Source: an optimization exercise on an open RTL-to-GDS flow (aim: small area). Production flows keep margins and buffers that such runs may drop. Where RTL was checked, it was by simulation tests only, not by an equivalence proof against the original. No activity file was given, so power comes from the tool's default toggle rates.

// multi_delimiter_record_splitter_top
module multi_delimiter_record_splitter_top (
	input  logic        clk,
	input  logic        arst_n,
	input  logic        data_in_valid,
	output logic        data_in_ready,
	input  logic [7:0]  data_in_data_byte,
	input  logic        data_in_end_of_input,
	output logic        data_out_valid,
	input  logic        data_out_ready,
	output logic [7:0]  data_out_out_byte,
	output logic        data_out_is_data,
	output logic        data_out_matched,
	output logic [1:0]  data_out_separator_index,
	output logic        data_out_last,
	input  logic        cfg_valid,
	output logic        cfg_ready,
	input  logic [2:0]  cfg_index,
	input  logic [63:0] cfg_data
);
For scale: ~1300 cells after synthesis, ~430 flip-flops, roughly 97 I/O pins.
make LEC_CHECK=0 CAP_MARGIN=20 CORE_MARGIN=2 CORE_UTILIZATION=70 CTS_BUF_LIST=sky130_fd_sc_hd__clkbuf_2 SLEW_MARGIN=20 finish   # period 20.0 ns
run.sh (not shown) runs the stock make flow with config.mk's settings and CLKGATE_MAP_FILE= SYNTH_SCRIPT=/design/flow/synth_recipe.tcl, a recipe that flattens the netlist after the stock synthesis.
The starting point passed the timing, DRC and antenna checks.
Change:
==> flow/flow/run.sh (new file) <==
#!/bin/bash
# Own layout flow: the standard flow (the standard.sh, standard synthesis
# unchanged) with the smallest buffer on the ports and a clock tree built
# without dummy loads. Every tool's output goes to standard.log here, and ORFS
# keeps per-step logs under orfs/logs.
export BUFFER_PORTS_ARGS="-buffer_cell sky130_fd_sc_hd__buf_1"
export CTS_ARGS="-sink_clustering_enable -repair_clock_nets -dont_use_dummy_load -buf_list sky130_fd_sc_hd__clkbuf_4"
bash standard.sh > standard.log 2>&1
==> flow/standard.sh (new file) <==
#!/bin/bash
# synth_recipe.tcl (not shown) runs the flow's synth.tcl, then flattens the netlist and writes it again
# the make line also repeats each setting of config.mk as NAME=value (left out here)
make -C /OpenROAD-flow-scripts/flow DESIGN_CONFIG=/design/flow/config.mk WORK_HOME=/design/flow/orfs CLKGATE_MAP_FILE= SYNTH_SCRIPT=/design/flow/synth_recipe.tcl "${@:-finish}"
--- a/flow/config.mk
+++ b/flow/config.mk
@@ -10,3 +10,2 @@
 export CORE_UTILIZATION = 70
-export CTS_BUF_LIST = sky130_fd_sc_hd__clkbuf_2
 export SLEW_MARGIN = 20
removed: flow/run.sh
Final area goes down by 4.3%.
Clock-buffer cell count is lower by 46.
Combinational power came out lower by 6.3%.
Utilization fell by 3.5 points.
Power decreases by 2.1%.
Synthesized cell count is unchanged.
Via count falls by 0.72%.
No functional check of the RTL was part of any run of this note.


lane 1:
Another version of the RTL of multi_delimiter_record_splitter_top (not shown whole).
For scale: ~1100 cells after synthesis, about 420 flip-flops, roughly 13000 sq um of cells after synthesis.
==> flow/config.mk <==
export PLATFORM = sky130hd
export DESIGN_NAME = multi_delimiter_record_splitter_top
export DESIGN_NICKNAME = multi_delimiter_record_splitter_top
export VERILOG_FILES = /design/flow/design.v
export SDC_FILE = /design/flow/constraint.sdc
export NUM_CORES = 4
export LEC_CHECK = 0
export CAP_MARGIN = 20
export CORE_MARGIN = 2
export CORE_UTILIZATION = 70
export SLEW_MARGIN = 20
export SYNTH_HIERARCHICAL = 1
export SYNTH_MINIMUM_KEEP_SIZE = 0
==> flow/constraint.sdc <==
create_clock -name core_clock -period 20.0 [get_ports {clk}]
set_input_delay 4.0000 -clock core_clock [delete_from_list [all_inputs] [get_ports {clk}]]
set_output_delay 4.0000 -clock core_clock [all_outputs]
set_load 0.01 [all_outputs]
standard.sh (not shown) runs the stock make flow with config.mk's settings and CLKGATE_MAP_FILE= SYNTH_SCRIPT=/design/flow/synth_recipe.tcl, a recipe that flattens the netlist after the stock synthesis.
==> flow/flow/run.sh <==
#!/bin/bash
# Own layout flow: the standard flow (the standard.sh, standard synthesis
# unchanged) with the smallest buffer on the ports and a clock tree built
# without dummy loads. Every tool's output goes to standard.log here, and ORFS
# keeps per-step logs under orfs/logs.
export BUFFER_PORTS_ARGS="-buffer_cell sky130_fd_sc_hd__buf_1"
export CTS_ARGS="-sink_clustering_enable -repair_clock_nets -dont_use_dummy_load -buf_list sky130_fd_sc_hd__clkbuf_4 -sink_clustering_size 10 -sink_clustering_max_diameter 30"
bash standard.sh > standard.log 2>&1
Having completed the whole flow, lane 1 delivered a layout that passed the timing, DRC and antenna checks.
#### Input delta (lane 2 over lane 1)
# lane 1
export LEC_CHECK = 0
export CAP_MARGIN = 20
export CORE_MARGIN = 2
export CORE_UTILIZATION = 70
export SLEW_MARGIN = 20
export SYNTH_HIERARCHICAL = 1
export SYNTH_MINIMUM_KEEP_SIZE = 0
create_clock -name core_clock -period 20.0 [get_ports {clk}]
# lane 2
export LEC_CHECK = 0
export CAP_MARGIN = 20
export CORE_MARGIN = 2
export CORE_UTILIZATION = 76
export SLEW_MARGIN = 20
export SYNTH_HIERARCHICAL = 1
export SYNTH_MINIMUM_KEEP_SIZE = 0
create_clock -name core_clock -period 20.0 [get_ports {clk}]
==> flow/flow/run.sh <==
#!/bin/bash
# Own layout flow:
#  1. the standard synthesis, unchanged (standard.sh synth);
#  2. an area-oriented re-mapping of its combinational cells with Yosys/ABC
#     (flow/resyn.ys.in, flow/resyn.abc); every register instance is kept
#     with its name and cell type;
#  3. the standard ORFS layout steps (standard.sh), with the smallest buffer
#     on the ports and a clock tree built without dummy loads.
# Each tool's full output goes to its own log file in this folder.
set -euo pipefail
export BUFFER_PORTS_ARGS="-buffer_cell sky130_fd_sc_hd__buf_1"
export CTS_ARGS="-sink_clustering_enable -repair_clock_nets -dont_use_dummy_load -buf_list sky130_fd_sc_hd__clkbuf_4 -sink_clustering_size 10 -sink_clustering_max_diameter 30"

bash standard.sh synth > synth.log 2>&1

R=orfs/results/${FLOW_PLATFORM}/multi_delimiter_record_splitter_top/base
L=orfs/logs/${FLOW_PLATFORM}/multi_delimiter_record_splitter_top/base
LIB=${FLOW_HOME}/platforms/${FLOW_PLATFORM}/lib/sky130_fd_sc_hd__tt_025C_1v80.lib
DU=$(grep -o -- "-dont_use sky130_fd_sc_hd__[A-Za-z0-9_]*" "$L/1_2_yosys.log" | sort -u | tr '\n' ' ')
YS=${YOSYS_EXE:-$(command -v yosys || echo "${FLOW_HOME}/../tools/install/yosys/bin/yosys")}

cp "$R/1_2_yosys.v" "$R/1_2_yosys_std.v"
sed -e "s#@LIB@#${LIB}#g" -e "s#@DU@#${DU}#" -e "s#@IN@#${R}/1_2_yosys_std.v#" \
    -e "s#@OUT@#${R}/1_2_yosys.v#" -e "s#@TOP@#${FLOW_TOP}#" -e "s#@ABC@#flow/resyn.abc#" \
    flow/resyn.ys.in > resyn.ys
"$YS" -l resyn.log -s resyn.ys > /dev/null 2>&1
rm -f "$R/1_synth.odb" "$R/1_synth.sdc"

bash standard.sh > standard.log 2>&1
==> flow/flow/resyn.abc (new file) <==
strash
&get -n
&deepsyn -T 60 -S 7
&put
dch -f
amap
topo
stime -c
==> flow/flow/resyn.ys.in (new file) <==
# Area-oriented re-mapping of the combinational cells of the standard
# synthesis netlist. Register cells, the ring-step o22ai cells and tie cells
# stay as they are (blackboxes); every other cell is read as its liberty
# function and mapped again by ABC.
read_liberty -ignore_miss_func @LIB@
blackbox sky130_fd_sc_hd__df* sky130_fd_sc_hd__edf* sky130_fd_sc_hd__o22ai_1 sky130_fd_sc_hd__conb_1
read_verilog @IN@
hierarchy -top @TOP@
flatten
techmap
opt -fast
abc -liberty @LIB@ @DU@ -script @ABC@ -D 20000
opt_clean -purge
hilomap -singleton -hicell sky130_fd_sc_hd__conb_1 HI -locell sky130_fd_sc_hd__conb_1 LO
opt_clean -purge
stat -liberty @LIB@
write_verilog -noattr -nohex -nodec @OUT@
==> comparison <==
Summary of lane 2 over lane 1: time the final worst path needs with I/O delays and setup up 0.48 ns, final design area excluding fillers lost about 4%, clock power share decreased 0.7 points, internal power moved down.
--- input diff lane 2..lane 3 ---
# lane 2
export LEC_CHECK = 0
export CAP_MARGIN = 20
export CORE_MARGIN = 2
export CORE_UTILIZATION = 76
export SLEW_MARGIN = 20
export SYNTH_HIERARCHICAL = 1
export SYNTH_MINIMUM_KEEP_SIZE = 0
create_clock -name core_clock -period 20.0 [get_ports {clk}]
# lane 3
export LEC_CHECK = 0
export CAP_MARGIN = 20
export CORE_MARGIN = 2
export CORE_UTILIZATION = 70
export SLEW_MARGIN = 20
export SYNTH_HIERARCHICAL = 1
export SYNTH_MINIMUM_KEEP_SIZE = 0
create_clock -name core_clock -period 20.0 [get_ports {clk}]
==> flow/flow/resyn.abc <==
strash
dc2
dch -f
amap
topo
stime -c
==> comparison <==
Changes observed in lane 3 relative to lane 2: total power held steady, overall global routing resource usage went down, final weighted congestion in routability-driven placement shows a reduction of about 2.2%. Number of clock buffers in the layout on lane 3 is up relative to lane 2. In the route summary, lane 3 ends up with a via count below that of lane 2. The startpoint of the most critical setup path comes out data_in_data_byte[1] in one run and data_in_data_byte[2] in the other, namely in lane 3 and lane 2 respectively. Portion of the clock cycle consumed by the worst path in the final layout: lane 3 > lane 2. Total count of max-transition violations in the final report came out exactly the same in lane 3 and lane 2. Lane 3 against lane 2: first-pass iteration count of the detailed router decreased 1, worst setup slack decreased 0.46 ns.
Inputs modified between lane 3 and lane 4:
diff --git a/flow/flow/run.sh b/flow/flow/run.sh
--- a/flow/flow/run.sh
+++ b/flow/flow/run.sh
@@ -12 +12 @@
-export CTS_ARGS="-sink_clustering_enable -repair_clock_nets -dont_use_dummy_load -buf_list sky130_fd_sc_hd__clkbuf_4 -sink_clustering_size 10 -sink_clustering_max_diameter 30"
+export CTS_ARGS="-sink_clustering_enable -repair_clock_nets -dont_use_dummy_load -buf_list sky130_fd_sc_hd__clkbuf_4 -sink_clustering_size 14 -sink_clustering_max_diameter 25"
==> flow/flow/resyn.abc <==
strash
&get -n
&deepsyn -T 60 -S 7
&put
dch -f
amap
topo
stime -c
### Flow results
Measured against lane 4, the final weighted congestion in routability-driven placement of lane 3 comes out at 0.901 times the reference value. Lane 4 — global-route usage 0.84 points lower, lane 3 as reference. Wire length of the first global-routing pass, lane 4 and lane 3: lower on lane 4. The routed wire length in lane 4 was lower than what lane 3 gave. Setup slack (higher): lane 4.

-- afterwards: timing with drivers on the ports --
How much do the figures lean on ideal ports? The routed layouts below were timed once more, with nothing changed but the port constraints. Step 1, drivers: a clkbuf_16 drives clk and a buf_2 each remaining input, both assumed. Step 2 adds t to the input delays and takes it off the output delays; t is the mean of the earliest and latest rising clock arrival at the registers after step 1. Input paths then give back, and output paths get back, about the clock's delay inside the block. Slacks: no drivers / after step 1 / after step 2; pairs: no drivers / after step 1.
run | shift t [ns] | slack for setup (ns) | worst data-port slew with drivers (ns)
the first run of note 1 | 0.901 | 9.388 / 9.364 / 9.364 | 0.09
the second run of note 1 | 0.725 | 10.048 / 10.008 / 10.008 | 0.08
lane 1 | 0.711 | 9.481 / 9.452 / 9.452 | 0.08
lane 2 | 0.709 | 9.006 / 8.973 / 8.973 | 0.06
lane 3 | 0.705 | 8.543 / 8.469 / 8.469 | 0.07
lane 4 | 0.692 | 8.937 / 8.914 / 8.914 | 0.06
After both steps every run listed still meets setup and hold. The setup slack of lane 3, which loses most, moves by -0.074 ns with the drivers and by -0.074 ns with both steps.
